Context: an optimization exercise on an open-source flow, tuned for small area and a short achievable clock period. The choices shown serve that exercise and are no tape-out recipe.
Where RTL was checked, it was by simulation tests only, not by an equivalence proof against the original.
Only the layout flow was run in run 1; the RTL was not checked for function there.
Power is estimated from default activity; no workload was simulated.

`flow/run.sh`:
```
#!/bin/bash
# synth_recipe.tcl (not shown) runs the flow's synth.tcl, then flattens the netlist and writes it again
# the make line also repeats each setting of config.mk as NAME=value (left out here)
make -C /OpenROAD-flow-scripts/flow DESIGN_CONFIG=/design/flow/config.mk WORK_HOME=/design/flow/orfs CLKGATE_MAP_FILE= SYNTH_SCRIPT=/design/flow/synth_recipe.tcl finish
```
`flow/config.mk`:
```
export PLATFORM = sky130hd
export DESIGN_NAME = chip_link_tx
export DESIGN_NICKNAME = chip_link_tx
export VERILOG_FILES = /design/flow/design.v
export SDC_FILE = /design/flow/constraint.sdc
export NUM_CORES = 4
export LEC_CHECK = 0
export CAP_MARGIN = 20
export CORE_MARGIN = 2
export CORE_UTILIZATION = 55
export SETUP_SLACK_MARGIN = 2.5
export SLEW_MARGIN = 20
export TNS_END_PERCENT = 5
```
`flow/constraint.sdc`:
```
create_clock -name core_clock -period 4.5 [get_ports {clk}]
set_input_delay 0.9000 -clock core_clock [delete_from_list [all_inputs] [get_ports {clk}]]
set_output_delay 0.9000 -clock core_clock [all_outputs]
set_load 0.01 [all_outputs]
```
`flow/design.v`:
```
`default_nettype none
package link_pkg;
    localparam int word_width      = 64;
    localparam int lane_width      = 16;
    localparam int lane_count      = 4;
    localparam int lane_idx_width  = $clog2(lane_count) + 1;
    localparam int fifo_depth_log2 = 4;
    localparam int length_width    = 32;
    localparam logic [2:0] kind_tik = 3'd3;
    typedef enum logic [2:0] {
        send_idle  = 3'd0,
        send_data  = 3'd1,
        ready_wait = 3'd2,
        tik_wait   = 3'd3,
        tik_end    = 3'd4
    } send_state_e;
    typedef union packed {
        logic [lane_count-1:0][lane_width-1:0] lanes;
        struct packed {
            logic [4:0]              rsvd_hi;
            logic [2:0]              kind;
            logic [22:0]             rsvd_lo;
            logic                    end_flag;
            logic [length_width-1:0] length;
        } cmd;
    } link_word_u;
endpackage
`default_nettype wire
`default_nettype none
module chip_link_tx
(
    input  wire                   clk,
    input  wire                   rst_n,
    input  wire [link_pkg::word_width-1:0]  s_tdata,
    input  wire                   s_tvalid,
    output logic                  s_tready,
    output logic                  tik,
    output logic [link_pkg::lane_width-1:0] lane_data,
    output logic                  lane_valid,
    output logic                  lane_par,
    input  wire                   link_ready,
    input  wire                   link_err
);
    localparam int RN = 15;    
    logic [63:0]   mem [0:RN-1];
    logic [RN-1:0] woh;         
    logic [RN-1:0] rsel;        
    logic [3:0]    rcount;      
    logic          rnempty;     
    logic          full;        
    logic          full_o;      
    logic [63:0]   head;
    logic          hv;          
    logic [63:0]   hold;
    logic [3:0]    zg;          
    logic          p_lane;      
    logic          st_act, st_data, st_rwait, st_cmd, st_twait;
    logic          lv_o;        
    logic [2:0]    lane_cnt;
    logic          tik_flag, end_flag;
    logic          tik_o;       
    logic          par_o;
    logic          ready_d, ready_2d, err_d, err_2d;
    logic          ld_q;        
    logic          adv_q;       
    logic          en_hi_q;     
    logic          en_md_q;     
    logic          en_lo_q;     
    logic st_idle, wr, take_head, pop, push;
    logic ready_high, ready_low, err_low;
    logic last_lane, busy, done, head_cmd;
    assign st_idle    = !st_act;
    assign ready_high = ready_d & ready_2d;
    assign ready_low  = !ready_d & !ready_2d;
    assign err_low    = !err_d & !err_2d;
    assign wr         = s_tvalid & !full;
    assign take_head  = st_idle | !hv;           
    assign pop        = take_head & rnempty;
    assign push       = wr & !(take_head & !rnempty);
    assign head_cmd   = (head[58:56] == link_pkg::kind_tik);
    assign last_lane  = lane_cnt[2];
    assign busy       = tik_flag | end_flag;
    assign done       = &zg;
    logic [63:0] hdata;
    always_comb begin
        hdata[63:32] = s_tdata[63:32] & {32{!rnempty}};
        hdata[31:0]  = s_tdata[31:0]  & {32{!rnempty}};
        for (int i = 0; i < RN; i++) begin
            hdata[63:32] = hdata[63:32] | (mem[i][63:32] & {32{rsel[i]}});
            hdata[31:0]  = hdata[31:0]  | (mem[i][31:0]  & {32{rsel[i]}});
        end
    end
    always_ff @(posedge clk or negedge rst_n) begin
        if (!rst_n) begin
            woh     <= RN'(1);
            rsel    <= '0;
            rcount  <= '0;
            rnempty <= 1'b0;
            full    <= 1'b0;
            full_o  <= 1'b0;
            hv      <= 1'b0;
        end else begin
            if (push) woh <= {woh[RN-2:0], woh[RN-1]};
            if (pop) begin
                if (rcount == 4'd1 && !push) begin
                    rsel   <= '0;
                end else begin
                    rsel   <= {rsel[RN-2:0], rsel[RN-1]};
                end
            end else if (push && !rnempty) begin
                rsel   <= woh;
            end
            if (push && !pop) begin
                rcount  <= rcount + 4'd1;
                rnempty <= 1'b1;
                full    <= (rcount == 4'd14);
            end else if (pop && !push) begin
                rcount  <= rcount - 4'd1;
                rnempty <= (rcount != 4'd1);
                full    <= 1'b0;
            end
            full_o <= ((rcount == 4'd14) & push & !pop) | ((rcount == 4'd15) & !(pop & !push));
            if (take_head) hv <= rnempty | wr;
        end
    end
    always_ff @(posedge clk) begin
        for (int i = 0; i < RN; i++) if (s_tvalid && !full && woh[i]) mem[i] <= s_tdata;
    end
    always_ff @(posedge clk) begin
        if (take_head) head <= hdata;
    end
    always_ff @(posedge clk or negedge rst_n) begin
        if (!rst_n) begin
            ready_d  <= 1'b0;
            ready_2d <= 1'b0;
            err_d    <= 1'b0;
            err_2d   <= 1'b0;
        end else begin
            ready_d  <= link_ready;
            ready_2d <= ready_d;
            err_d    <= link_err;
            err_2d   <= err_d;
        end
    end
    logic n_idle, n_data, n_rwait, n_cmd, n_twait, n_adv;
    always_comb begin
        n_idle  = (st_idle & !hv) | (st_rwait & ready_low & last_lane) | (st_twait & !busy);
        n_data  = (st_idle & hv & !head_cmd) | (st_data & !ready_high) |
                  (st_rwait & ready_low & !last_lane);
        n_rwait = (st_data & ready_high) | (st_rwait & !ready_low);
        n_cmd   = st_idle & hv & head_cmd;
        n_twait = st_cmd | (st_twait & busy);
        n_adv   = n_data & link_ready & ready_d & !link_err & !err_d;
    end
    always_ff @(posedge clk or negedge rst_n) begin
        if (!rst_n) begin
            st_act   <= 1'b0;
            st_data  <= 1'b0;
            st_rwait <= 1'b0;
            st_cmd   <= 1'b0;
            st_twait <= 1'b0;
            lv_o     <= 1'b0;
            ld_q     <= 1'b0;
            adv_q    <= 1'b0;
            en_hi_q  <= 1'b0;
            en_md_q  <= 1'b0;
            en_lo_q  <= 1'b0;
        end else begin
            st_act   <= !n_idle;
            st_data  <= n_data;
            st_rwait <= n_rwait;
            st_cmd   <= n_cmd;
            st_twait <= n_twait;
            lv_o     <= (st_idle & hv & !head_cmd) | (lv_o & !ready_high) |
                        (st_rwait & ready_low & !last_lane);
            ld_q     <= n_idle;
            adv_q    <= n_adv;
            en_hi_q  <= n_idle | n_adv;
            en_md_q  <= n_idle | n_adv | n_twait;
            en_lo_q  <= n_idle | n_twait;
        end
    end
    always_ff @(posedge clk or negedge rst_n) begin
        if (!rst_n) begin
            lane_cnt <= '0;
        end else if (st_rwait && ready_low && last_lane) begin
            lane_cnt <= '0;
        end else if (adv_q) begin
            lane_cnt <= lane_cnt + 3'd1;
        end
    end
    logic [31:0] hold_dec;
    logic [3:0]  bin;
    logic [3:0]  zg_dec;
    logic [3:0]  zg_head;
    assign bin = {zg[2] & zg[1] & zg[0], zg[1] & zg[0], zg[0], 1'b1};
    always_comb begin
        for (int k = 0; k < 4; k++) begin
            hold_dec[8*k +: 8] = bin[k] ? hold[8*k +: 8] - 8'd1 : hold[8*k +: 8];
            zg_dec[k]          = bin[k] ? (hold[8*k +: 8] == 8'd1) : zg[k];
            zg_head[k]         = (head[8*k +: 8] == 8'd0);
        end
    end
    logic p_lane_nx;
    assign p_lane_nx = en_hi_q ? (ld_q ? ^head[63:48] : ^hold[47:32]) : p_lane;
    always_ff @(posedge clk) begin
        if (en_hi_q) hold[63:32] <= ld_q ? head[63:32] : hold[47:16];
        if (en_md_q) hold[31:16] <= ld_q ? head[31:16] : (adv_q ? hold[15:0] : hold_dec[31:16]);
        if (en_lo_q) hold[15:0]  <= ld_q ? head[15:0]  : hold_dec[15:0];
        if (en_lo_q) zg          <= ld_q ? zg_head     : zg_dec;
        p_lane <= p_lane_nx;
    end
    always_ff @(posedge clk or negedge rst_n) begin
        if (!rst_n) begin
            par_o <= 1'b0;
        end else begin
            par_o <= n_data & p_lane_nx;
        end
    end
    always_ff @(posedge clk or negedge rst_n) begin
        if (!rst_n) begin
            tik_flag <= 1'b0;
            end_flag <= 1'b0;
            tik_o    <= 1'b0;
        end else begin
            if (st_cmd) begin
                tik_flag <= !hold[32];
                end_flag <= hold[32];
            end else if (done) begin
                tik_flag <= 1'b0;
                end_flag <= 1'b0;
            end
            tik_o <= (st_cmd & !hold[32]) | (tik_o & !done);
        end
    end
    assign s_tready   = !full_o;
    assign tik        = tik_o;
    assign lane_valid = lv_o;
    assign lane_data  = hold[63:48];
    assign lane_par   = par_o;
endmodule
`default_nettype wire
```
==> summary.md, run 1 <==
| Metric | Value |
|---|---|
| Status | timing/DRC/antenna clean |
| Post-Syn Area | 42800 sq um |
| Hpwl dp | 64400 um |
| Drt wl/cell | 36.7 um |
| Antenna violations before repair | 12 |
| Fin crit share | 0.469 |
| Hold-fix buffers at CTS | 0 |
| Row count | slightly above 100 |
| RSZ-0062 raised after global routing | yes |
| YS warnings | 2 |
| Crit path max fanout | 2 |
| Synth cell types | 53 |
| Die height | around 280 um |
| GRT Resource Usage Total | 0.336 |
| Grt total ovfl | 0 |
| Critical Path RT | 3.60 ns |
| HP Class | primary input to asynchronous set/reset pin |
| TritonCTS Sinks | 1152 |
| Die X | between 200 and 300 um |
| Post-synth EDFFs | roughly 1100 |
| Synth Net Count | 2405 |
| Post-route DRC | 0 |
| Slowest CP cell | dfrtp_1 |
| Crit path DAT | 1.21 ns |
| #FFs+latches synth | ~1200 |
| Synth top area share | 0.767 |
| Core footprint | roughly 77000 sq um |
| Worst setup margin | 2.39 ns |
| Routability congestion estimate | 0.826 |
| Commonest cells post-synth | edfxtp_1 (1092), a22o_1 (257), a221oi_1 (256) |
| Leak | 0.0164 uW |
| Max transition margin | 0.434 |
| Sequential area share after synthesis | 0.802 |
| # nets final | 2616 |
| Pre-antenna DRT Iters | 6 |
| Number of max-cap violations | 0 |
| Largest net degree at the start of global routing | 51 |
| Register share of total power | 0.441 |
| Area Overhead vs Synth | 17.3% |
| Internal | a little under 20000 uW |
| Ys flop type | edfxtp_1 |
| Slowest cell delay on critical path | 0.40 ns |
| Share of cells above drive strength 1 | 0.173 |
| Syn avg cell area | 18.4 sq um |
| Delay-heaviest family, CP | flip-flops |
| Multi-input gate area | between 7000 and 8000 sq um |
| CTS max path bufs | 3 |
| Switch share | 0.293 |
| Root buffer cell | clkbuf_16 |
| Via density | a little under 7 |
| Cell with the most instances after synthesis | edfxtp_1 |
| Vias in the first global route | 23900 |
| Initial Util | 0.554 |
| Slew at the pin closest to its max-slew limit | 0.847 ns |
| Largest area contributor in the netlist | edfxtp_1 |
| Final clock skew | 0.0261 ns |
| Maximum vdd ir drop | approximately 0.43 mV |
| Critical path class | flip-flop to output pin |
| FILL cells | between 5000 and 6000 |
| Number of H-tree levels | 3 |
| Finished Core Util | 0.650 |
| Storage cell area | 34400 sq um |
| Slew Limit Fails | 0 |
| IO Count | ~90 |
| Antenna viol nets, final | 0 |
| Pre-CTS WS | 1.13 ns |
| Tot Pwr | 28100 uW |
| Setup violations, final | 0 |
| Critical Path Start Type | flip-flop |
| Syn Inst Count | 2320 |
| TritonCTS buffer count | 116 |
| Die area | about 80000 sq um |
| Sum of negative setup slack | 0 ns |
| DR vias | 25300 |
| CP cell instances | buf_2 |
| Crit path buf inv count | 1 |
| Final hold vios | 0 |
| First-pass GRT wire length | 185000 um |
| CTS tree | done |
| Post-Route WL | 135000 um |
| Psw | 8220 uW |
| Critical Path Sink Type | output pin |
| Synth area leaders | edfxtp_1 (77%), a22o_1 (5.3%), a221oi_1 (5.2%), dfrtp_1 (3.4%), mux2_2 (1.2%) |
| Combinational power share | 0.213 |
| IO Port Bufs | 88 |
| Worst-skew pair later-pin latency | 0.69 ns |
| Ys async rst share | 0.0512 |
| Clock power frac | 0.346 |
| Tmin final | 2.11 ns |
| DR iter-0 viols | 4042 |
| FMAX | ~0.47 GHz |
| CTS clk-pin slew, worst paths | 0.06 ns |
| P per Cell Area | 559 nW/um^2 |
[registers in the layout (all words and copies together), names as in the netlist, 3 cells and up]
register  flops
hold         64
rsel         15
mem         960
rcount        4
zg            4
woh          15
lane_cnt      3
head         64
[metal layers]
metal	wire length [um]	track usage	up-vias
li1	-	-	10200
met1	51100	0.486	13200
met3	16200	0.0657	248
met5	0	0	-
met2	63100	0.520	1732
met4	4440	0.109	0
[worst paths after layout]
kind                       slack (ns)  endpoint  cells past startpoint  startpoint
min                              0.18      lv_o                      1       rst_n
max in group asynchronous        3.41   rsel[7]                      2       rst_n
max reg2reg                      2.39  head[27]                      4     rnempty
min in group core_clock          0.48    p_lane                      2      p_lane
min reg2reg                      0.48    p_lane                      2      p_lane
max                              2.39       tik                      1       tik_o
[power groups by stage]
stage | clock, uW | sequential [uW] | combinational (uW)
5_1_grt | 10200 | 12400 | 6130
2_1_floorplan | 0 | 12200 | 2940
4_1_cts | 9790 | 12700 | 5090
3_3_place_gp | 0 | 13300 | 3740
3_5_place_dp | 0 | 13300 | 3760
6_report | 9730 | 12400 | 5970
[cells by family (layout without fill, tap and decap cells)]
logic type	Yosys count	in the layout	synth area share
AO/OA/AOI/OAI	605	605	0.117
XOR/XNOR	57	57	0.0117
adder cells (fa/ha/maj)	16	16	0.00468
buffers and inverters	174	465	0.0183
flip-flops	1152	1152	0.802
multiplexers	52	52	0.0135
other	0	6	0
AND/OR/NAND/NOR	264	281	0.0333
[timing repair]
action | CTS | global route
gates cloned | 19 | 0
endpoints found under the setup margin | 1071 | 87
setup buffers | 62 | 29
gates resized for setup | 110 | 17
pin swaps | 17 | 4
[through the flow]
step / hold WS [ns] / std cells / instance area, sq um
floorplan: 0.424 / 2320 / 42900
global placement: 0.457 / 3343 / 44900
detailed placement: 0.458 / 3343 / 44900
CTS: 0.168 / 3639 / 49800
global route: 0.212 / 3670 / 50200
finish: 0.184 / 3674 / 50200
[final cells by class]
class | instances | share of cell area
Antenna cell | 6 | 0.000299
Clock buffer | 135 | 0.0612
Clock inverter | 80 | 0.0152
Inverter | 21 | 0.00182
Multi-Input combinational cell | 1011 | 0.159
Sequential cell | 1152 | 0.685
Tap cell | 1040 | 0.0259
Timing Repair Buffer | 229 | 0.0518
[placed cells by master, fill, tap and decap left out, drive strengths merged, types with 16 or more instances in the layout]
cell type / instances
nand2: 62
edfxtp: 1092
o21ai: 40
inv: 23
nor3: 19
nand4: 70
nor2: 60
a22o: 257
mux2: 45
clkbuf: 135
a21oi: 38
clkdlybuf4s50: 66
clkinv: 63
a221oi: 256
ha: 16
xnor2: 42
dfrtp: 58
buf: 160
and2: 29
==> run 2, diff against run 1 <==
--- a/flow/design.v
+++ b/flow/design.v
@@ -46,4 +46,5 @@
     logic [RN-1:0] woh;         
     logic [RN-1:0] rsel;        
+    logic [RN-1:0] rsel_b;      
     logic [3:0]    rcount;      
     logic          rnempty;     
@@ -87,5 +88,5 @@
         hdata[31:0]  = s_tdata[31:0]  & {32{!rnempty}};
         for (int i = 0; i < RN; i++) begin
-            hdata[63:32] = hdata[63:32] | (mem[i][63:32] & {32{rsel[i]}});
+            hdata[63:32] = hdata[63:32] | (mem[i][63:32] & {32{rsel_b[i]}});
             hdata[31:0]  = hdata[31:0]  | (mem[i][31:0]  & {32{rsel[i]}});
         end
@@ -95,4 +96,5 @@
             woh     <= RN'(1);
             rsel    <= '0;
+            rsel_b  <= '0;
             rcount  <= '0;
             rnempty <= 1'b0;
@@ -105,9 +107,12 @@
                 if (rcount == 4'd1 && !push) begin
                     rsel   <= '0;
+                    rsel_b <= '0;
                 end else begin
                     rsel   <= {rsel[RN-2:0], rsel[RN-1]};
+                    rsel_b <= {rsel_b[RN-2:0], rsel_b[RN-1]};
                 end
             end else if (push && !rnempty) begin
                 rsel   <= woh;
+                rsel_b <= woh;
             end
             if (push && !pop) begin
==> run 2 against run 1 <==
Compared with the run above: wire length decreased by 9.6%; sequential share of layout area rose by 1.0 points; worst hold slack lost 0.085 ns; clock power shrank 3.5%; first-iteration DRC count is 15% lower; non-clock buffer count down 35; setup slack worse by 0.11 ns; count of clock-buffer cells in the layout up 14; global-route usage shrank 3.7 points; combinational power decreased by 27%; power fell by 4.7%; final cell count up 0.98%.
==> summary.md, run 2 <==
| Metric | Value |
|---|---|
| Setup violations, final | 0 (unchanged) |
| Syn avg cell area | 18.1 sq um (was 18.4 sq um) |
| Sum of negative setup slack | 0 ns (unchanged) |
| Antenna viol nets, final | 0 (unchanged) |
| Critical path class | flip-flop to flip-flop (was flip-flop to output pin) |
| RSZ-0062 raised after global routing | yes (unchanged) |
| Crit path max fanout | 23 (was 2) |
| Fin Hold WS | 0.0986 ns (was 0.184 ns) |
| Max transition margin | 0.470 (was 0.434) |
| Ys flop type | edfxtp_1 (unchanged) |
| Leak | 0.0161 uW (was 0.0164 uW) |
| #FFs+latches synth | 1167 (was 1152) |
| Number of H-tree levels | 3 (unchanged) |
| Area Overhead vs Synth | 15.0% (was 17.3%) |
| Crit path DAT | 2.51 ns (was 1.21 ns) |
| Largest area contributor in the netlist | edfxtp_1 (unchanged) |
| TritonCTS Sinks | 1167 (was 1152) |
| Slew Limit Fails | 0 (unchanged) |
| Initial Util | 0.553 (was 0.554) |
| Grt total ovfl | 0 (unchanged) |
| Most frequent cells in the layout | edfxtp_1 (1092), a22o_1 (257), a221oi_1 (251) (was edfxtp_1 (1092), a22o_1 (257), a221oi_1 (247)) |
| GRT Resource Usage Total | 0.299 (was 0.336) |
| Routability congestion estimate | 0.818 (was 0.826) |
| Cell with the most instances after synthesis | edfxtp_1 (unchanged) |
| Synth area leaders | edfxtp_1 (75%), a22o_1 (5.2%), a221oi_1 (5.2%), dfrtp_1 (4.2%), mux2_2 (1.2%) (was edfxtp_1 (77%), a22o_1 (5.3%), a221oi_1 (5.2%), dfrtp_1 (3.4%), mux2_2 (1.2%)) |
| Die X | 285 um (was 283 um) |
| Post-route DRC | 0 (unchanged) |
| Commonest cells post-synth | edfxtp_1 (1092), a22o_1 (257), a221oi_1 (256) (unchanged) |
| Largest Register | mem (unchanged) |
| Fin crit share | 0.493 (was 0.469) |
| Post-synth EDFFs | 1092 (unchanged) |
| CTS tree | done (unchanged) |
| Root buffer cell | clkbuf_16 (unchanged) |
| DR iter-0 viols | 3425 (was 4042) |
| Final hold vios | 0 (unchanged) |
| Maximum vdd ir drop | 0.407 mV (was 0.432 mV) |
| Post-Syn Area | 43400 sq um (was 42800 sq um) |
| FMAX | 0.451 GHz (was 0.474 GHz) |
| Number of max-cap violations | 0 (unchanged) |
| YS warnings | 2 (unchanged) |
| Pre-CTS WS | 1.00 ns (was 1.13 ns) |
| Synth top area share | 0.755 (was 0.767) |
| Final design instance area without fill | 49900 sq um (was 50200 sq um) |
| Via density | 6.65 (was 6.88) |
| Tmin final | 2.22 ns (was 2.11 ns) |
| Die height | 285 um (was 283 um) |
| Slew at the pin closest to its max-slew limit | 0.792 ns (was 0.847 ns) |
| # nets final | 2646 (was 2616) |
| Vias in the first global route | 24000 (was 23900) |
| Synth Net Count | 2490 (was 2405) |
| Share of cells above drive strength 1 | 0.155 (was 0.173) |
| Status | timing/DRC/antenna clean (unchanged) |
| Ys async rst share | 0.0634 (was 0.0512) |
| Final clock skew | 0.0191 ns (was 0.0261 ns) |
| First-pass GRT wire length | 173000 um (was 185000 um) |
| Die area | 81200 sq um (was 80000 sq um) |
| Drt wl/cell | 32.9 um (was 36.7 um) |
| Core footprint | 78600 sq um (was 77200 sq um) |
| Commonest non-fill, non-tap cell in the layout | edfxtp_1 (unchanged) |
| IO Count | 89 (unchanged) |
| Post-Route WL | 122000 um (was 135000 um) |
| CTS clk-pin slew, worst paths | 0.06 ns (about the same) |
| Max reg flops | 960 (unchanged) |
| P per Cell Area | 535 nW/um^2 (was 559 nW/um^2) |
| Worst-skew pair later-pin latency | 0.68 ns (was 0.69 ns) |
| Reg2Reg Depth | 4 (unchanged) |
| Critical Path RT | 4.80 ns (was 3.60 ns) |
| Antenna violations before repair | 5 (was 12) |
| DR vias | 24700 (was 25300) |
| HP Class | primary input to asynchronous set/reset pin (unchanged) |
| Critical Path Start Type | flip-flop (unchanged) |
| Synth cell types | 52 (was 53) |
| Hpwl dp | 65900 um (was 64400 um) |
| Largest net degree at the start of global routing | 75 (was 51) |
| CTS max path bufs | 3 (unchanged) |
| Placed cells | 3433 (was 3343) |
| TritonCTS buffer count | 115 (was 116) |
| IO Port Bufs | 88 (unchanged) |
| Hold-fix buffers at CTS | 0 (unchanged) |
| Worst setup margin | 2.28 ns (was 2.39 ns) |
| Syn Inst Count | 2405 (was 2320) |
| Final non-filler cell total | 3710 (was 3674) |
| Pre-antenna DRT Iters | 5 (was 6) |
| Row count | 103 (was 102) |
| Cell Area, Placed | 45500 sq um (was 44900 sq um) |
| Biggest registers after layout | mem x960, head x64, hold x64 (unchanged) |
| Critical Path Sink Type | flip-flop (was output pin) |
| Sequential area share after synthesis | 0.798 (was 0.802) |
-- run 2: metal layers --
layer	up-vias	GRT usage	wire, um
li1	10300	-	-
met2	1348	0.464	56500
met3	185	0.0526	11500
met5	-	0	0
met1	12900	0.441	50300
met4	0	0.0831	3490
-- run 2: report_power, final --
group,internal [uW],switching (uW)
Combinational,1580,2800
Sequential,12100,897
Clock,5400,3990
-- run 2: final timing paths --
kind	from	end	slack [ns]
worst max-delay path	rsel_b[11]	head[37]	2.28
worst min-delay path	rst_n	par_o	0.1
worst max register to register	rsel_b[11]	head[37]	2.28
worst min register to register	tik_o	tik_o	0.48
max in group asynchronous	rst_n	woh[0]	3.73
min in group core_clock	tik_o	tik_o	0.48
-- run 2: layout make-up --
class	instances	area (sq um)
inverter	21	83.8
timing repair buffer	194	1970
sequential	1167	34700
clock buffer	149	3130
tap	1050	1310
fill	5512	28700
multi-input combinational	1062	8150
clock inverter	65	579
antenna	2	5.00
-- run 2: worst max-delay path, cell delays in order (launching register included) --
cell	delay (ns)
dfrtp_2	0.58
buf_6	0.28
a22o_1	0.23
a221oi_1	0.34
nand4_1	0.40
-- run 2: kinds of logic after synthesis --
logic type                 count (synthesis)  synth area share
muxes                                     50            0.0128
adders and majority gates                 16           0.00461
and+or+nand+nor                          301            0.0345
buffers and inverters                    195            0.0210
AOI/OAI and AO/OA                        618             0.117
DFF                                     1167             0.798
xor gates and xnor gates                  58            0.0117
-- run 2: stage by stage --
step            util  total power, uW
2_1_floorplan      -            15400
3_3_place_gp   0.579            17300
3_5_place_dp   0.579            17400
4_1_cts        0.633            26700
5_1_grt        0.635            27500
6_report       0.635            26700
-- run 2: repair_timing --
item,in CTS,in global routing
setup buffers,31,8
resized for setup,71,33
gates cloned,19,2
hold endpoints to repair,0,0
pin swaps,20,6
endpoints found under the setup margin,1091,802
==> run 3, diff against run 2 <==
--- a/flow/design.v
+++ b/flow/design.v
@@ -46,5 +46,4 @@
     logic [RN-1:0] woh;         
     logic [RN-1:0] rsel;        
-    logic [RN-1:0] rsel_b;      
     logic [3:0]    rcount;      
     logic          rnempty;     
@@ -83,12 +82,13 @@
     assign busy       = tik_flag | end_flag;
     assign done       = &zg;
-    logic [63:0] hdata;
+    logic [RN-1:0] hsel;
+    logic          hsel_in, hkeep;
+    assign hsel    = rsel & {RN{take_head}};
+    assign hsel_in = take_head & !rnempty;
+    assign hkeep   = !take_head;
+    logic [63:0] head_nx;
     always_comb begin
-        hdata[63:32] = s_tdata[63:32] & {32{!rnempty}};
-        hdata[31:0]  = s_tdata[31:0]  & {32{!rnempty}};
-        for (int i = 0; i < RN; i++) begin
-            hdata[63:32] = hdata[63:32] | (mem[i][63:32] & {32{rsel_b[i]}});
-            hdata[31:0]  = hdata[31:0]  | (mem[i][31:0]  & {32{rsel[i]}});
-        end
+        head_nx = (s_tdata & {64{hsel_in}}) | (head & {64{hkeep}});
+        for (int i = 0; i < RN; i++) head_nx = head_nx | (mem[i] & {64{hsel[i]}});
     end
     always_ff @(posedge clk or negedge rst_n) begin
@@ -96,5 +96,4 @@
             woh     <= RN'(1);
             rsel    <= '0;
-            rsel_b  <= '0;
             rcount  <= '0;
             rnempty <= 1'b0;
@@ -107,12 +106,9 @@
                 if (rcount == 4'd1 && !push) begin
                     rsel   <= '0;
-                    rsel_b <= '0;
                 end else begin
                     rsel   <= {rsel[RN-2:0], rsel[RN-1]};
-                    rsel_b <= {rsel_b[RN-2:0], rsel_b[RN-1]};
                 end
             end else if (push && !rnempty) begin
                 rsel   <= woh;
-                rsel_b <= woh;
             end
             if (push && !pop) begin
@@ -133,5 +129,5 @@
     end
     always_ff @(posedge clk) begin
-        if (take_head) head <= hdata;
+        head <= head_nx;
     end
     always_ff @(posedge clk or negedge rst_n) begin
--- a/flow/config.mk
+++ b/flow/config.mk
@@ -9,5 +9,5 @@
 export CORE_MARGIN = 2
 export CORE_UTILIZATION = 55
-export SETUP_SLACK_MARGIN = 2.5
+export SETUP_SLACK_MARGIN = 2.7
 export SLEW_MARGIN = 20
-export TNS_END_PERCENT = 5
+export TNS_END_PERCENT = 10
==> run 3 against run 2 <==
Compared with the run above: still clean on timing, DRC and antenna; first-iteration DRC count is 23% higher; die area fell by 1.5%; register-to-register slack better by 0.20 ns; largest power group unchanged; synthesized area fell by 1.5%; wire length up 18%; synthesized cell count grew 1.9%; via count up 7.1%; clock skew is 0.0039 ns lower; clock power shrank 4.8%; maximum frequency increased by 4.8%; count of clock-buffer cells in the layout grew 2.
==> summary.md, run 3 <==
| Metric | Value |
|---|---|
| CTS max path bufs | 3 (unchanged) |
| Number of max-cap violations | 0 (unchanged) |
| Routability congestion estimate | 0.811 (was 0.818) |
| Worst reg2reg path startpoint | full (was rsel_b[11]) |
| Internal | 19800 uW (was 19100 uW) |
| Compound-cell area share of the yosys netlist | 0.128 (was 0.117) |
| Slowest CP cell | edfxtp_1 (was dfrtp_2) |
| Area Overhead vs Synth | 19.9% (was 15.0%) |
| Reg2Reg Depth | 6 (was 4) |
| Commonest cells post-synth | edfxtp_1 (1028), a22o_1 (193), a221oi_1 (192) (was edfxtp_1 (1092), a22o_1 (257), a221oi_1 (256)) |
| Sequential area share after synthesis | 0.787 (was 0.798) |
| Hpwl dp | 66600 um (was 65900 um) |
| Slew at the pin closest to its max-slew limit | 0.856 ns (was 0.792 ns) |
| Worst reg2reg setup slack | 2.48 ns (was 2.28 ns) |
| Grt total ovfl | 0 (unchanged) |
| Synth Net Count | 2536 (was 2490) |
| YS warnings | 2 (unchanged) |
| Die area | 80000 sq um (was 81200 sq um) |
| Commonest non-fill, non-tap cell in the layout | edfxtp_1 (unchanged) |
| DR vias | 26400 (was 24700) |
| Die height | 283 um (was 285 um) |
| Critical Path RT | 3.60 ns (was 4.80 ns) |
| Ys async rst share | 0.0512 (was 0.0634) |
| Largest area contributor in the netlist | edfxtp_1 (unchanged) |
| Row count | 102 (was 103) |
| Register share of total power | 0.427 (was 0.485) |
| P per Cell Area | 570 nW/um^2 (was 535 nW/um^2) |
| IO Count | 89 (unchanged) |
| Switch share | 0.322 (was 0.287) |
| Setup violations, final | 0 (unchanged) |
| Syn avg cell area | 17.5 sq um (was 18.1 sq um) |
| Storage cell area | 33700 sq um (was 34700 sq um) |
| HP Class | primary input to asynchronous set/reset pin (unchanged) |
| Crit path max fanout | 1 (was 23) |
| Vias in the first global route | 24900 (was 24000) |
| Combinational power share | 0.267 (was 0.164) |
| Final hold vios | 0 (unchanged) |
| Tmin final | 2.12 ns (was 2.22 ns) |
| Synth Area in Simple Gates | 0.0347 (was 0.0345) |
| TritonCTS Sinks | 1152 (was 1167) |
| IO Port Bufs | 88 (unchanged) |
| Post-synth EDFFs | 1028 (was 1092) |
| Drt wl/cell | 37.0 um (was 32.9 um) |
| # nets final | 2812 (was 2646) |
| Share of cells above drive strength 1 | 0.202 (was 0.155) |
| Post-route DRC | 0 (unchanged) |
| Fin Hold WS | 0.258 ns (was 0.0986 ns) |
| Maximum vdd ir drop | 0.386 mV (was 0.407 mV) |
| Clock power frac | 0.306 (was 0.351) |
| CP cell instances | buf_2 (was buf_6 > a22o_1 > a221oi_1 > nand4_1) |
| Largest net degree at the start of global routing | 71 (was 75) |
| RR Endpoint | mem[1][35] (was head[37]) |
| Syn Inst Count | 2451 (was 2405) |
| Max reg flops | 960 (unchanged) |
| Max transition margin | 0.429 (was 0.470) |
| Core footprint | 77200 sq um (was 78600 sq um) |
| Root buffer cell | clkbuf_16 (unchanged) |
| Status | timing/DRC/antenna clean (unchanged) |
| Ys flop type | edfxtp_1 (unchanged) |
| Most frequent cells in the layout | edfxtp_1 (1028), a22o_1 (193), a221oi_1 (151) (was edfxtp_1 (1092), a22o_1 (257), a221oi_1 (251)) |
| Via density | 6.83 (was 6.65) |
| Multi-input gate area | 8910 sq um (was 8150 sq um) |
| Antenna violations before repair | 12 (was 5) |
| Hold-fix buffers at CTS | 0 (unchanged) |
| Sum of negative setup slack | 0 ns (unchanged) |
| Post-Route WL | 143000 um (was 122000 um) |
| Pre-antenna DRT Iters | 6 (was 5) |
| Crit path DAT | 1.22 ns (was 2.51 ns) |
| Worst-skew pair later-pin latency | 0.68 ns (about the same) |
| FMAX | 0.473 GHz (was 0.451 GHz) |
| Die X | 283 um (was 285 um) |
| CTS clk-pin slew, worst paths | 0.06 ns (about the same) |
| Initial Util | 0.554 (was 0.553) |
| Synth area leaders | edfxtp_1 (72%), a22o_1 (4.0%), a221oi_1 (3.9%), dfrtp_1 (3.4%), dfxtp_1 (3.0%) (was edfxtp_1 (75%), a22o_1 (5.2%), a221oi_1 (5.2%), dfrtp_1 (4.2%), mux2_2 (1.2%)) |
| Leak | 0.0175 uW (was 0.0161 uW) |
| Post-Syn Area | 42800 sq um (was 43400 sq um) |
| Critical Path Start Type | flip-flop (unchanged) |
| Psw | 9410 uW (was 7680 uW) |
| Crit path buf inv count | 1 (unchanged) |
| FILL cells | 5257 (was 5512) |
| Antenna viol nets, final | 0 (unchanged) |
| TritonCTS buffer count | 113 (was 115) |
| XOR/XNOR Fraction of Synth Area | 0.0117 (about the same) |
| Critical Path Sink Type | output pin (was flip-flop) |
| Synth cell types | 50 (was 52) |
| Multiplexer share of the synthesized area | 0.0132 (was 0.0128) |
| RSZ-0062 raised after global routing | yes (unchanged) |
| #FFs+latches synth | 1152 (was 1167) |
| Largest Register | mem (unchanged) |
| Adder-Cell Fraction of Synth Area | 0.00468 (was 0.00461) |
| Final clock skew | 0.0152 ns (was 0.0191 ns) |
| CTS tree | done (unchanged) |
| Critical path class | flip-flop to output pin (was flip-flop to flip-flop) |
| GRT Resource Usage Total | 0.339 (was 0.299) |
| Biggest registers after layout | mem x960, head x64, hold x64 (unchanged) |
| Slowest cell delay on critical path | 0.38 ns (was 0.58 ns) |
| Delay-heaviest family, CP | flip-flops (unchanged) |
| Number of H-tree levels | 3 (unchanged) |
| Synth top area share | 0.722 (was 0.755) |
| Cell with the most instances after synthesis | edfxtp_1 (unchanged) |
| Largest family of logic cells by synthesized area | compound AO/OA/AOI/OAI gates (unchanged) |
| DR iter-0 viols | 4206 (was 3425) |
| First-pass GRT wire length | 188000 um (was 173000 um) |
| Fin crit share | 0.470 (was 0.493) |
| Slew Limit Fails | 0 (unchanged) |
## run 3: cell types whose count changed after synthesis, moves of 60 or more
| cell | previous run | this run |
|---|---|---|
| a22oi_1 | 0 | 143 |
| clkbuf_1 | 105 | 45 |
| and3_1 | 1 | 65 |
| nand4_1 | 69 | 6 |
| edfxtp_1 | 1092 | 1028 |
| dfxtp_1 | 1 | 65 |
| a41oi_1 | 0 | 64 |
| a221oi_1 | 256 | 192 |
| a22o_1 | 257 | 193 |
## run 3: worst max path at each step
stage,startpoint,to,slack [ns],depth (start not counted)
finish,hold[49],lane_data[1],2.38,1
global placement,s_tvalid,mem[7][6],1.13,5
global route,tik_o,tik,2.34,1
detailed placement,s_tvalid,mem[12][22],1.14,5
CTS,tik_o,tik,2.34,1
floorplan,s_tvalid,rcount[3],2.25,7
## run 3: power groups by stage
stage               Combinational (uW)  Sequential (uW)  Clock, uW
global placement                  3870            13800          0
detailed placement                3880            13800          0
floorplan                         3200            12200          0
global route                      7900            12500       9440
finish                            7800            12500       8940
CTS                               4890            13200       8990
## run 3: repair_timing
item | in CTS | in global routing
gates resized for setup | 128 | 146
setup buffers | 57 | 86
hold endpoints to repair | 0 | 0
endpoints found under the setup margin | 1109 | 966
pin swaps | 14 | 24
cloned | 23 | 8
## run 3: metrics by stage
stage	total power, uW	setup slack (ns)	instance area [sq um]	instances	util
finish	29200	2.38	51300	3869	0.665
global placement	17600	1.13	45000	3478	0.583
floorplan	15400	2.25	42900	2451	-
detailed placement	17600	1.14	45000	3478	0.583
global route	29800	2.34	51300	3866	0.664
CTS	27100	2.34	49500	3770	0.641
## run 3: kinds of logic (layout without fill, tap and decap cells)
logic type / count (synthesis) / count (layout)
flip-flops: 1152 / 1152
AO/OA/AOI/OAI: 681 / 681
AND/OR/NAND/NOR: 307 / 324
buffers and inverters: 187 / 543
XOR/XNOR: 57 / 57
multiplexers: 51 / 51
adder cells (fa/ha/maj): 16 / 16
other: 0 / 5
## run 3: layout make-up
class,instances,area share
antenna,5,0.000244
clock buffer,151,0.0597
clock inverter,61,0.00778
inverter,20,0.00171
multi-input combinational,1129,0.174
sequential,1152,0.657
tap,1040,0.0254
timing repair buffer,310,0.0741
timing repair inverter,1,0.000171
## run 3: per-layer routing
layer | GRT usage | vias to the layer above | wire length [um] | share of wire
met5 | 0 | - | 44 | 0.00031
met3 | 0.0729 | 276 | 18600 | 0.13
li1 | - | 10700 | - | -
met4 | 0.113 | 6 | 4980 | 0.035
met2 | 0.520 | 1858 | 65500 | 0.46
met1 | 0.486 | 13600 | 54200 | 0.38
==> run 4, diff against run 3 <==
--- a/flow/config.mk
+++ b/flow/config.mk
@@ -9,5 +9,5 @@
 export CORE_MARGIN = 2
 export CORE_UTILIZATION = 55
-export SETUP_SLACK_MARGIN = 2.7
+export SETUP_SLACK_MARGIN = 2.5
 export SLEW_MARGIN = 20
-export TNS_END_PERCENT = 10
+export TNS_END_PERCENT = 5
==> run 4 against run 3 <==
Compared with the run above: die area did not move; sequential power increased by 5%; flip-flop and latch count unchanged; still clean; first-iteration DRC count down 9.3%; largest power group unchanged; non-clock buffer count decreased by 98; synthesized area did not move; final cell count is 2.8% lower; register-to-register slack got worse by 0.12 ns; sequential share of layout area is 2.5 points higher; maximum frequency down 1.2%.
==> summary.md, run 4 <==
| Metric | Value |
|---|---|
| Setup violations, final | 0 (unchanged) |
| Clock power frac | 0.323 (was 0.306) |
| Switch share | 0.315 (was 0.322) |
| Worst reg2reg path startpoint | rsel[2] (was full) |
| Slew at the pin closest to its max-slew limit | 0.903 ns (was 0.856 ns) |
| Largest area contributor in the netlist | edfxtp_1 (unchanged) |
| Routability congestion estimate | 0.811 (unchanged) |
| Grt total ovfl | 0 (unchanged) |
| Row count | 102 (unchanged) |
| Number of max-cap violations | 0 (unchanged) |
| Synth area leaders | edfxtp_1 (72%), a22o_1 (4.0%), a221oi_1 (3.9%), dfrtp_1 (3.4%), dfxtp_1 (3.0%) (unchanged) |
| Largest net degree at the start of global routing | 71 (unchanged) |
| Slowest cell delay on critical path | 0.72 ns (was 0.38 ns) |
| #FFs+latches synth | 1152 (unchanged) |
| Internal | 18900 uW (was 19800 uW) |
| Post-Route WL | 135000 um (was 143000 um) |
| Post-route DRC | 0 (unchanged) |
| Max reg flops | 960 (unchanged) |
| Syn Inst Count | 2451 (unchanged) |
| Die area | 80000 sq um (unchanged) |
| Drt wl/cell | 35.8 um (was 37.0 um) |
| Commonest cells post-synth | edfxtp_1 (1028), a22o_1 (193), a221oi_1 (192) (unchanged) |
| TritonCTS Sinks | 1152 (unchanged) |
| HP Class | primary input to asynchronous set/reset pin (unchanged) |
| P per Cell Area | 558 nW/um^2 (was 570 nW/um^2) |
| FMAX | 0.467 GHz (was 0.473 GHz) |
| Crit path buf inv count | 1 (unchanged) |
| Maximum vdd ir drop | 0.442 mV (was 0.386 mV) |
| Biggest registers after layout | mem x960, head x64, hold x64 (unchanged) |
| Hold-fix buffers at CTS | 0 (unchanged) |
| Post-Syn Area | 42800 sq um (unchanged) |
| Synth Net Count | 2536 (unchanged) |
| Max transition margin | 0.398 (was 0.429) |
| Initial Util | 0.554 (unchanged) |
| Slowest CP cell | dfrtp_4 (was edfxtp_1) |
| CTS tree | done (unchanged) |
| Die height | 283 um (unchanged) |
| Die X | 283 um (unchanged) |
| Number of H-tree levels | 3 (unchanged) |
| RR Endpoint | head[55] (was mem[1][35]) |
| Final design instance area without fill | 49400 sq um (was 51300 sq um) |
| FILL cells | 5439 (was 5257) |
| Largest Register | mem (unchanged) |
| Synth cell types | 50 (unchanged) |
| Commonest non-fill, non-tap cell in the layout | edfxtp_1 (unchanged) |
| Core footprint | 77200 sq um (unchanged) |
| Area Overhead vs Synth | 15.6% (was 19.9%) |
| CTS clk-pin slew, worst paths | 0.06 ns (about the same) |
| Combinational power share | 0.204 (was 0.267) |
| Crit path max fanout | 25 (was 1) |
| Synth top area share | 0.722 (unchanged) |
| Ys async rst share | 0.0512 (unchanged) |
| Critical path class | flip-flop to flip-flop (was flip-flop to output pin) |
| TritonCTS buffer count | 113 (unchanged) |
| Fin crit share | 0.476 (was 0.470) |
| Worst reg2reg setup slack | 2.36 ns (was 2.48 ns) |
| # nets final | 2709 (was 2812) |
| Tmin final | 2.14 ns (was 2.12 ns) |
| CTS max path bufs | 3 (unchanged) |
| Delay-heaviest family, CP | compound AO/OA/AOI/OAI gates (was flip-flops) |
| Hpwl dp | 66600 um (unchanged) |
| Register share of total power | 0.473 (was 0.427) |
| YS warnings | 2 (unchanged) |
| Pre-antenna DRT Iters | 6 (unchanged) |
| Post-synth EDFFs | 1028 (unchanged) |
| Psw | 8680 uW (was 9410 uW) |
| Antenna violations before repair | 5 (was 12) |
| DR iter-0 viols | 3814 (was 4206) |
| Critical Path Start Type | flip-flop (unchanged) |
| Status | timing/DRC/antenna clean (unchanged) |
| Cell with the most instances after synthesis | edfxtp_1 (unchanged) |
| Most frequent cells in the layout | edfxtp_1 (1028), a22o_1 (193), a221oi_1 (191) (was edfxtp_1 (1028), a22o_1 (193), a221oi_1 (151)) |
| Leak | 0.0164 uW (was 0.0175 uW) |
| IO Port Bufs | 88 (unchanged) |
| Antenna viol nets, final | 0 (unchanged) |
| Reg2Reg Depth | 4 (was 6) |
| Crit path DAT | 2.64 ns (was 1.22 ns) |
| Syn avg cell area | 17.5 sq um (unchanged) |
| RSZ-0062 raised after global routing | yes (unchanged) |
| First-pass GRT wire length | 184000 um (was 188000 um) |
| Worst-skew pair later-pin latency | 0.68 ns (about the same) |
| DR vias | 25600 (was 26400) |
| CP cell instances | buf_6 > a22o_1 > a221oi_1 > a41oi_1 (was buf_2) |
| Share of cells above drive strength 1 | 0.151 (was 0.202) |
| Sum of negative setup slack | 0 ns (unchanged) |
| Critical Path RT | 5.00 ns (was 3.60 ns) |
| Final clock skew | 0.0132 ns (was 0.0152 ns) |
| Root buffer cell | clkbuf_16 (unchanged) |
| Via density | 6.80 (was 6.83) |
| Final hold vios | 0 (unchanged) |
| IO Count | 89 (unchanged) |
| GRT Resource Usage Total | 0.331 (was 0.339) |
| Vias in the first global route | 24600 (was 24900) |
| Sequential area share after synthesis | 0.787 (unchanged) |
| Critical Path Sink Type | flip-flop (was output pin) |
| Cell Area, Placed | 45000 sq um (unchanged) |
| Slew Limit Fails | 0 (unchanged) |
| Ys flop type | edfxtp_1 (unchanged) |
## run 4: kinds of logic (layout without fill, tap and decap cells)
| group | count (synthesis) | in the layout | synth area share |
|---|---|---|---|
| AOI/OAI and AO/OA | 681 | 681 | 0.128 |
| xor gates and xnor gates | 57 | 57 | 0.0117 |
| adders and majority gates | 16 | 16 | 0.00468 |
| buffers and inverters | 187 | 444 | 0.0207 |
| DFF | 1152 | 1152 | 0.787 |
| muxes | 51 | 51 | 0.0132 |
| other | 0 | 1 | 0 |
| and+or+nand+nor | 307 | 320 | 0.0347 |
## run 4: how the worst max path moves through the flow
stage                   end  depth (start not counted)  startpoint  slack, ns
5_1_grt                 tik                          1       tik_o       2.34
3_3_place_gp      mem[7][6]                          5    s_tvalid       1.13
2_1_floorplan     rcount[3]                          7    s_tvalid       2.25
6_report           head[55]                          4     rsel[2]       2.36
3_5_place_dp    mem[12][22]                          5    s_tvalid       1.14
4_1_cts        lane_data[2]                          1    hold[50]       2.32
## run 4: area by class of cell
| class | instances | area [sq um] | share of cell area |
|---|---|---|---|
| clock inverters | 61 | 399 | 0.00807 |
| repair buffers | 212 | 2350 | 0.0475 |
| inverters | 20 | 88.8 | 0.00180 |
| multi-input cells | 1125 | 8520 | 0.172 |
| well taps | 1040 | 1300 | 0.0263 |
| diodes | 1 | 2.50 | 0.0000506 |
| clock buffers | 151 | 3060 | 0.0620 |
| flip-flops and latches | 1152 | 33700 | 0.682 |
## run 4: through the flow
step           hold slack [ns]   util  std cells  total power [uW]  worst slack, ns
2_1_floorplan            0.424      -       2451             15400             2.25
3_3_place_gp             0.459  0.583       3478             17600             1.13
3_5_place_dp             0.477  0.583       3478             17600             1.14
4_1_cts                  0.257  0.636       3743             27000             2.32
5_1_grt                  0.311  0.640       3762             28300             2.34
6_report                 0.255  0.640       3762             27600             2.36
## run 4: power groups by stage
stage               clock network (uW)  logic, uW  registers [uW]
floorplan                            0       3200           12200
global placement                     0       3870           13800
detailed placement                   0       3880           13800
CTS                               8990       4780           13200
global route                      9440       5830           13000
finish                            8910       5620           13100
## run 4: worst register-to-register path, cell delays in order (launching register included)
cell	delay, ns
dfrtp_4	0.72
buf_6	0.36
a22o_1	0.28
a221oi_1	0.43
a41oi_1	0.18
## run 4: layer usage
metal | GRT usage | vias up | wire length (um)
met5 | 0 | - | 0
met4 | 0.0954 | 0 | 4320
met3 | 0.0664 | 240 | 16700
met2 | 0.514 | 1726 | 61900
met1 | 0.481 | 13200 | 51600
li1 | - | 10500 | -
## run 4: what timing repair did
item / CTS / global route
setup buffers: 38 / 18
cloned: 15 / 0
endpoints found under the hold margin: 0 / 0
gates resized for setup: 108 / 21
endpoints found under the setup margin: 1038 / 132
pin swaps: 13 / 3
==> run 5, diff against run 4 <==
--- a/flow/config.mk
+++ b/flow/config.mk
@@ -9,4 +9,5 @@
 export CORE_MARGIN = 2
 export CORE_UTILIZATION = 55
+export CTS_BUF_LIST = sky130_fd_sc_hd__clkbuf_8 sky130_fd_sc_hd__clkbuf_16
 export SETUP_SLACK_MARGIN = 2.5
 export SLEW_MARGIN = 20
==> run 5 against run 4 <==
Compared with the run above: maximum frequency grew 0.54%; critical endpoint is now head[22]; worst hold slack lost 0.0019 ns; critical path type unchanged; clock skew grew 0.0038 ns; flip-flop and latch count is the same; highest routed layer unchanged; largest power group unchanged; synthesized area is the same; sequential share of layout area is essentially flat.
==> summary.md, run 5 <==
| Metric | Value |
|---|---|
| Post-Route WL | 135000 um (about the same) |
| P per Cell Area | 557 nW/um^2 (was 558 nW/um^2) |
| Die area | 80000 sq um (unchanged) |
| CP cell instances | buf_6 > a22o_1 > a221oi_1 > and3_1 > a41oi_1 (was buf_6 > a22o_1 > a221oi_1 > a41oi_1) |
| Slowest cell delay on critical path | 0.68 ns (was 0.72 ns) |
| CP Depth | 5 (was 4) |
| Core footprint | 77200 sq um (unchanged) |
| Synth Net Count | 2536 (unchanged) |
| Worst setup margin | 2.37 ns (was 2.36 ns) |
| Slowest CP cell | dfrtp_4 (unchanged) |
| First-pass GRT wire length | 184000 um (about the same) |
| GRT Resource Usage Total | 0.331 (about the same) |
| Largest net degree at the start of global routing | 71 (unchanged) |
| Worst reg2reg path startpoint | rsel[4] (was rsel[2]) |
| Worst setup endpoint | head[22] (was head[55]) |
| Critical path class | flip-flop to flip-flop (unchanged) |
| Antenna violations before repair | 5 (unchanged) |
| Final hold vios | 0 (unchanged) |
| Leak | 0.0166 uW (was 0.0164 uW) |
| Pre-CTS WS | 1.14 ns (unchanged) |
| Grt total ovfl | 0 (unchanged) |
| Slew at the pin closest to its max-slew limit | 0.900 ns (was 0.903 ns) |
| FMAX | 0.470 GHz (was 0.467 GHz) |
| DR iter-0 viols | 3610 (was 3814) |
| RR Endpoint | head[22] (was head[55]) |
| DR vias | 25600 (about the same) |
| TritonCTS Sinks | 1152 (unchanged) |
| Worst reg2reg setup slack | 2.37 ns (was 2.36 ns) |
| Commonest non-fill, non-tap cell in the layout | edfxtp_1 (unchanged) |
| Area Overhead vs Synth | 15.6% (about the same) |
| Die X | 283 um (unchanged) |
| Status | timing/DRC/antenna clean (unchanged) |
| Die height | 283 um (unchanged) |
| IO Count | 89 (unchanged) |
| Initial Util | 0.554 (unchanged) |
| Synth area leaders | edfxtp_1 (72%), a22o_1 (4.0%), a221oi_1 (3.9%), dfrtp_1 (3.4%), dfxtp_1 (3.0%) (unchanged) |
| Max transition margin | 0.400 (was 0.398) |
| TritonCTS buffer count | 113 (unchanged) |
| Setup crit start | rsel[4] (was rsel[2]) |
| Post-Syn Area | 42800 sq um (unchanged) |
| Post-synth EDFFs | 1028 (unchanged) |
| CTS tree | done (unchanged) |
| Drt wl/cell | 35.8 um (about the same) |
| YS warnings | 2 (unchanged) |
| Ys flop type | edfxtp_1 (unchanged) |
| Critical Path RT | 4.99 ns (was 5.00 ns) |
| Largest Register | mem (unchanged) |
| Routability congestion estimate | 0.811 (unchanged) |
| Via density | 6.79 (was 6.80) |
| Largest area contributor in the netlist | edfxtp_1 (unchanged) |
| Synth cell types | 50 (unchanged) |
| Cell with the most instances after synthesis | edfxtp_1 (unchanged) |
| CTS clk-pin slew, worst paths | 0.06 ns (about the same) |
| HP Class | primary input to asynchronous set/reset pin (unchanged) |
| Post-route DRC | 0 (unchanged) |
| Crit path max fanout | 27 (was 25) |
| Critical Path Sink Type | flip-flop (unchanged) |
| Pre-antenna DRT Iters | 5 (was 6) |
| Final clock skew | 0.0170 ns (was 0.0132 ns) |
| #FFs+latches synth | 1152 (unchanged) |
| Hold-fix buffers at CTS | 0 (unchanged) |
| Number of max-cap violations | 0 (unchanged) |
| Root buffer cell | clkbuf_16 (unchanged) |
| Row count | 102 (unchanged) |
| Syn avg cell area | 17.5 sq um (unchanged) |
| Worst-skew pair later-pin latency | 0.68 ns (about the same) |
| # nets final | 2708 (was 2709) |
| Antenna viol nets, final | 0 (unchanged) |
| Syn Inst Count | 2451 (unchanged) |
| Most frequent cells in the layout | edfxtp_1 (1028), a22o_1 (193), a221oi_1 (191) (unchanged) |
| Critical Path Start Type | flip-flop (unchanged) |
| Crit path DAT | 2.62 ns (was 2.64 ns) |
| Share of cells above drive strength 1 | 0.150 (was 0.151) |
| Sum of negative setup slack | 0 ns (unchanged) |
| Number of H-tree levels | 3 (unchanged) |
| Delay-heaviest family, CP | compound AO/OA/AOI/OAI gates (unchanged) |
| Slew Limit Fails | 0 (unchanged) |
| Commonest cells post-synth | edfxtp_1 (1028), a22o_1 (193), a221oi_1 (192) (unchanged) |
| RSZ-0062 raised after global routing | yes (unchanged) |
| Vias in the first global route | 24600 (about the same) |
| Reg2Reg Depth | 5 (was 4) |
| Crit path buf inv count | 1 (unchanged) |
| IO Port Bufs | 88 (unchanged) |
| Fin crit share | 0.473 (was 0.476) |
| Hpwl dp | 66600 um (unchanged) |
| CTS max path bufs | 3 (unchanged) |
| Synth top area share | 0.722 (unchanged) |
| Setup violations, final | 0 (unchanged) |
| Tmin final | 2.13 ns (was 2.14 ns) |
| Ys async rst share | 0.0512 (unchanged) |
| Maximum vdd ir drop | 0.447 mV (was 0.442 mV) |
| Sequential area share after synthesis | 0.787 (unchanged) |
| Biggest registers after layout | mem x960, head x64, hold x64 (unchanged) |
| Max reg flops | 960 (unchanged) |
run 5: area by class of cell:
class | count | area (sq um)
clock inverter | 92 | 515
clock buffer | 120 | 2950
sequential | 1152 | 33700
fill | 5439 | 27800
timing repair buffer | 211 | 2340
inverter | 20 | 88.8
antenna | 2 | 5.00
multi-input combinational | 1125 | 8520
tap | 1040 | 1300
run 5: what timing repair did:
action,in CTS,in global routing
gates cloned,15,0
pin swaps,13,3
endpoints found under the setup margin,1038,132
resized for setup,108,21
setup buffers,38,17
run 5: cell families after synthesis:
kind of cell / count (synthesis) / share of synthesized area
xor gates and xnor gates: 57 / 0.0117
muxes: 51 / 0.0132
DFF: 1152 / 0.787
adders and majority gates: 16 / 0.00468
AOI/OAI and AO/OA: 681 / 0.128
buffers and inverters: 187 / 0.0207
and+or+nand+nor: 307 / 0.0347
run 5: how the worst min path moves through the flow:
stage / startpoint / endpoint / slack (ns)
3_3_place_gp: ready_d / ready_2d / 0.46
2_1_floorplan: ready_d / ready_2d / 0.42
3_5_place_dp: ready_d / ready_2d / 0.48
5_1_grt: rst_n / ready_d / 0.31
6_report: rst_n / err_d / 0.25
4_1_cts: rst_n / rcount[1] / 0.26
run 5: worst reg2reg max path, stage by stage (launching register included):
cell and delay (ns):
dfrtp_4 0.68, buf_6 0.33, a22o_1 0.27, a221oi_1 0.32, and3_1 0.22, a41oi_1 0.12
run 5: routing by layer:
metal | part of all wire | track usage | wire length, um
met5 | 0 | 0 | 0
met4 | 0.031 | 0.0954 | 4160
met3 | 0.12 | 0.0664 | 16300
met2 | 0.46 | 0.514 | 62000
met1 | 0.39 | 0.481 | 52200
run 5: stage by stage:
step,total power [uW],std cells,hold slack (ns),util,cell area (sq um)
2_1_floorplan,15400,2451,0.424,-,42900
5_1_grt,28200,3761,0.311,0.640,49400
3_5_place_dp,17600,3478,0.477,0.583,45000
6_report,27500,3762,0.253,0.640,49400
4_1_cts,26900,3743,0.257,0.636,49100
3_3_place_gp,17600,3478,0.459,0.583,45000
run 5: power breakdown:
part / internal (uW) / total, uW / leakage [uW] / switching [uW]
Combinational: 2080 / 5620 / 0.00423 / 3540
Sequential: 11900 / 13100 / 0.0105 / 1180
Clock: 4870 / 8860 / 0.00182 / 3990
Total: 18800 / 27500 / 0.0166 / 8710
==> run 6, diff against run 5 <==
--- a/flow/design.v
+++ b/flow/design.v
@@ -46,4 +46,5 @@
     logic [RN-1:0] woh;         
     logic [RN-1:0] rsel;        
+    logic [RN-1:0] rsel_b;      
     logic [3:0]    rcount;      
     logic          rnempty;     
@@ -82,7 +83,8 @@
     assign busy       = tik_flag | end_flag;
     assign done       = &zg;
-    logic [RN-1:0] hsel;
+    logic [RN-1:0] hsel, hsel_b;
     logic          hsel_in, hkeep;
     assign hsel    = rsel & {RN{take_head}};
+    assign hsel_b  = rsel_b & {RN{take_head}};
     assign hsel_in = take_head & !rnempty;
     assign hkeep   = !take_head;
@@ -90,5 +92,8 @@
     always_comb begin
         head_nx = (s_tdata & {64{hsel_in}}) | (head & {64{hkeep}});
-        for (int i = 0; i < RN; i++) head_nx = head_nx | (mem[i] & {64{hsel[i]}});
+        for (int i = 0; i < RN; i++) begin
+            head_nx[63:32] = head_nx[63:32] | (mem[i][63:32] & {32{hsel_b[i]}});
+            head_nx[31:0]  = head_nx[31:0]  | (mem[i][31:0]  & {32{hsel[i]}});
+        end
     end
     always_ff @(posedge clk or negedge rst_n) begin
@@ -96,4 +101,5 @@
             woh     <= RN'(1);
             rsel    <= '0;
+            rsel_b  <= '0;
             rcount  <= '0;
             rnempty <= 1'b0;
@@ -106,9 +112,12 @@
                 if (rcount == 4'd1 && !push) begin
                     rsel   <= '0;
+                    rsel_b <= '0;
                 end else begin
                     rsel   <= {rsel[RN-2:0], rsel[RN-1]};
+                    rsel_b <= {rsel_b[RN-2:0], rsel_b[RN-1]};
                 end
             end else if (push && !rnempty) begin
                 rsel   <= woh;
+                rsel_b <= woh;
             end
             if (push && !pop) begin
--- a/flow/config.mk
+++ b/flow/config.mk
@@ -9,5 +9,4 @@
 export CORE_MARGIN = 2
 export CORE_UTILIZATION = 55
-export CTS_BUF_LIST = sky130_fd_sc_hd__clkbuf_8 sky130_fd_sc_hd__clkbuf_16
 export SETUP_SLACK_MARGIN = 2.5
 export SLEW_MARGIN = 20
==> run 6 against run 5 <==
Compared with the run above: still clean; non-clock buffer count shrank 45; first-iteration DRC count down 10%; power is 0.56% lower; maximum frequency is 3.5% lower; design area up 0.58%; wire length down 9.2%; clock skew increased by 0.0049 ns; sequential share of layout area grew 0.28 points; worst hold slack better by 0.095 ns; utilization shrank 0.77 points.
==> summary.md, run 6 <==
| Metric | Value |
|---|---|
| Status | timing/DRC/antenna clean (unchanged) |
| Number of H-tree levels | 3 (unchanged) |
| Die height | 285 um (was 283 um) |
| Syn avg cell area | 17.0 sq um (was 17.5 sq um) |
| Area Overhead vs Synth | 14.4% (was 15.6%) |
| Commonest non-fill, non-tap cell in the layout | edfxtp_1 (unchanged) |
| Critical Path Start Type | flip-flop (unchanged) |
| FMAX | 0.453 GHz (was 0.470 GHz) |
| Commonest cells post-synth | edfxtp_1 (1028), a22o_1 (177), a22oi_1 (174) (was edfxtp_1 (1028), a22o_1 (193), a221oi_1 (192)) |
| Root buffer cell | clkbuf_16 (unchanged) |
| Largest net degree at the start of global routing | 85 (was 71) |
| TritonCTS Sinks | 1167 (was 1152) |
| Most frequent cells in the layout | edfxtp_1 (1028), a22o_1 (177), a22oi_1 (174) (was edfxtp_1 (1028), a22o_1 (193), a221oi_1 (191)) |
| Die area | 81300 sq um (was 80000 sq um) |
| Routability congestion estimate | 0.799 (was 0.811) |
| Row count | 103 (was 102) |
| Crit path DAT | 1.31 ns (was 2.62 ns) |
| Synth area leaders | edfxtp_1 (71%), dfrtp_1 (4.2%), a22o_1 (3.6%), a221oi_1 (3.5%), a22oi_1 (3.0%) (was edfxtp_1 (72%), a22o_1 (4.0%), a221oi_1 (3.9%), dfrtp_1 (3.4%), dfxtp_1 (3.0%)) |
| Cell with the most instances after synthesis | edfxtp_1 (unchanged) |
| P per Cell Area | 551 nW/um^2 (was 557 nW/um^2) |
| Max transition margin | 0.224 (was 0.400) |
| CP cell instances | clkdlybuf4s15_1 (was buf_6 > a22o_1 > a221oi_1 > and3_1 > a41oi_1) |
| Synth top area share | 0.710 (was 0.722) |
| Critical Path RT | 3.60 ns (was 4.99 ns) |
| Post-Syn Area | 43500 sq um (was 42800 sq um) |
| CTS clk-pin slew, worst paths | 0.06 ns (about the same) |
| Via density | 6.62 (was 6.79) |
| Worst reg2reg setup slack | 2.34 ns (was 2.37 ns) |
| Grt total ovfl | 0 (unchanged) |
| Antenna violations before repair | 3 (was 5) |
| Sum of negative setup slack | 0 ns (unchanged) |
| Hpwl dp | 65800 um (was 66600 um) |
| DR iter-0 viols | 3231 (was 3610) |
| Biggest registers after layout | mem x960, head x64, hold x64 (unchanged) |
| IO Port Bufs | 88 (unchanged) |
| Share of cells above drive strength 1 | 0.137 (was 0.150) |
| Core footprint | 78600 sq um (was 77200 sq um) |
| YS warnings | 2 (unchanged) |
| Final clock skew | 0.0219 ns (was 0.0170 ns) |
| Post-Route WL | 122000 um (was 135000 um) |
| Post-route DRC | 0 (unchanged) |
| Vias in the first global route | 24800 (was 24600) |
| Number of max-cap violations | 0 (unchanged) |
| Hold-fix buffers at CTS | 0 (unchanged) |
| Slew at the pin closest to its max-slew limit | 1.16 ns (was 0.900 ns) |
| Post-synth EDFFs | 1028 (unchanged) |
| Delay-heaviest family, CP | flip-flops (was compound AO/OA/AOI/OAI gates) |
| Slowest CP cell | dfrtp_1 (was dfrtp_4) |
| Ys async rst share | 0.0634 (was 0.0512) |
| Antenna viol nets, final | 0 (unchanged) |
| Max reg flops | 960 (unchanged) |
| Drt wl/cell | 32.1 um (was 35.8 um) |
| Critical path class | flip-flop to output pin (was flip-flop to flip-flop) |
| IO Count | 89 (unchanged) |
| #FFs+latches synth | 1167 (was 1152) |
| Crit path buf inv count | 1 (unchanged) |
| Slowest cell delay on critical path | 0.38 ns (was 0.68 ns) |
| RSZ-0062 raised after global routing | yes (unchanged) |
| Setup violations, final | 0 (unchanged) |
| Tmin final | 2.21 ns (was 2.13 ns) |
| HP Class | primary input to asynchronous set/reset pin (unchanged) |
| Maximum vdd ir drop | 0.353 mV (was 0.447 mV) |
| GRT Resource Usage Total | 0.301 (was 0.331) |
| # nets final | 2744 (was 2708) |
| Pre-antenna DRT Iters | 5 (unchanged) |
| Final non-filler cell total | 3810 (was 3762) |
| Largest Register | mem (unchanged) |
| Syn Inst Count | 2551 (was 2451) |
| Sequential area share after synthesis | 0.783 (was 0.787) |
| DR vias | 25200 (was 25600) |
| Final hold vios | 0 (unchanged) |
| Placed cells | 3561 (was 3478) |
| Critical Path Sink Type | output pin (was flip-flop) |
| Worst-skew pair later-pin latency | 0.70 ns (was 0.68 ns) |
| Ys flop type | edfxtp_1 (unchanged) |
| Crit path max fanout | 2 (was 27) |
| TritonCTS buffer count | 116 (was 113) |
| Synth cell types | 50 (unchanged) |
| Synth Net Count | 2636 (was 2536) |
| CTS tree | done (unchanged) |
| Leak | 0.0164 uW (was 0.0166 uW) |
| First-pass GRT wire length | 176000 um (was 184000 um) |
| Initial Util | 0.553 (was 0.554) |
| CTS max path bufs | 3 (unchanged) |
| Largest area contributor in the netlist | edfxtp_1 (unchanged) |
| FILL cells | 5626 (was 5439) |
| Die X | 285 um (was 283 um) |
| Slew Limit Fails | 0 (unchanged) |
| Fin crit share | 0.490 (was 0.473) |
==> run 6: cell count changes in the layout (fill, tap and decap cells not counted), sizes merged, moves of 16 or more <==
cell	change
clkbuf	+45
a31oi	+18
a221oi	-18
a22oi	+31
buf	-62
a21oi	+36
inv	-32
a22o	-16
==> run 6: metrics by stage <==
stage	cell area [sq um]	worst slack (ns)	utilization	power [uW]	hold WS, ns
after detailed placement	45500	1.09	0.579	17800	0.474
after floorplan	43600	2.25	-	15600	0.424
final	49700	2.29	0.633	27400	0.348
after global placement	45500	1.11	0.579	17700	0.462
after global routing	49700	2.25	0.633	28200	0.412
after CTS	49700	2.22	0.632	27300	0.346
==> run 6: timing repair <==
action | CTS | global route
resized for setup | 49 | 52
endpoints found under the setup margin | 1072 | 356
pin swaps | 14 | 1
buffers inserted | 13 | 2
gates cloned | 15 | 0
hold endpoints to repair | 0 | 0
==> run 6: final timing paths <==
path	start	endpoint	cells after the start
max in group asynchronous	rst_n	rsel_b[13]	1
setup reg to reg	rsel[7]	head[18]	5
min in group core_clock	p_lane	p_lane	2
hold / removal	rst_n	par_o	1
hold reg to reg	p_lane	p_lane	2
setup / recovery	tik_o	tik	1
==> run 6: cell type report <==
cell class,instances,area (sq um),area share
Antenna cell,2,5.00,0.000101
Clock buffer,152,3170,0.0638
Clock inverter,65,637,0.0128
Inverter,20,87.6,0.00176
Multi-Input combinational cell,1188,8790,0.177
Sequential cell,1167,34100,0.685
Tap cell,1050,1310,0.0264
Timing Repair Buffer,166,1670,0.0336
==> run 6: kinds of logic (layout without fill, tap and decap cells) <==
kind of cell / Yosys count / count (layout) / share of synthesized area
adders and majority gates: 16 / 16 / 0.00461
muxes: 51 / 51 / 0.0130
other: 0 / 2 / 0
xor gates and xnor gates: 57 / 57 / 0.0115
AOI/OAI and AO/OA: 723 / 723 / 0.130
DFF: 1167 / 1167 / 0.783
buffers and inverters: 210 / 403 / 0.0215
and+or+nand+nor: 327 / 341 / 0.0360
==> run 6: report_power, final <==
group | switching (uW) | leakage (uW) | internal [uW]
registers | 972 | 0.0107 | 12100
clock network | 4100 | 0.00187 | 5540
logic | 3000 | 0.00387 | 1720
==> run 6: layer usage <==
| metal | vias up | GRT usage | routed length [um] |
|---|---|---|---|
| li1 | 10700 | - | - |
| met2 | 1328 | 0.462 | 56400 |
| met5 | - | 0 | 0 |
| met4 | 0 | 0.0770 | 2810 |
| met3 | 151 | 0.0585 | 11800 |
| met1 | 13100 | 0.448 | 51300 |

## afterwards: timing with drivers on the ports
The flow's constraints put no driver on any port. The routed layouts listed below were extracted and timed again, unchanged, in two steps.
Step 1 (the two cells are an assumption about what drives the block):
set clk [get_ports {clk}]
set_driving_cell -lib_cell sky130_fd_sc_hd__clkbuf_16 $clk
set_driving_cell -lib_cell sky130_fd_sc_hd__buf_2 [delete_from_list [all_inputs] $clk]
Step 2 moves the port delays by t, midway between the first and last clock arrival at a register: inputs arrive t later, outputs are due t later. That takes back most of the time a late clock gives input paths.
a / b / c = ideal / step 1 / step 2; a / b = the first two.
run	t (ns)	setup slack, ns	worst hold slack (ns)	worst slew at a driven data input, ns
run 1	0.738	2.388 / 2.323 / 1.752	0.184 / 0.140 / 0.483	0.18
run 2	0.740	2.282 / 2.250 / 1.626	0.099 / 0.057 / 0.483	0.10
run 3	0.740	2.385 / 2.314 / 1.858	0.258 / 0.212 / 0.481	0.12
run 4	0.740	2.359 / 2.318 / 1.796	0.255 / 0.209 / 0.476	0.13
run 5	0.742	2.371 / 2.315 / 1.806	0.253 / 0.207 / 0.476	0.13
run 6	0.760	2.293 / 2.223 / 1.638	0.348 / 0.302 / 0.494	0.12
After both steps setup and hold are still met in every run listed. For run 2, which loses most, drivers alone change the setup slack by -0.032 ns; drivers and shift together by -0.656 ns.
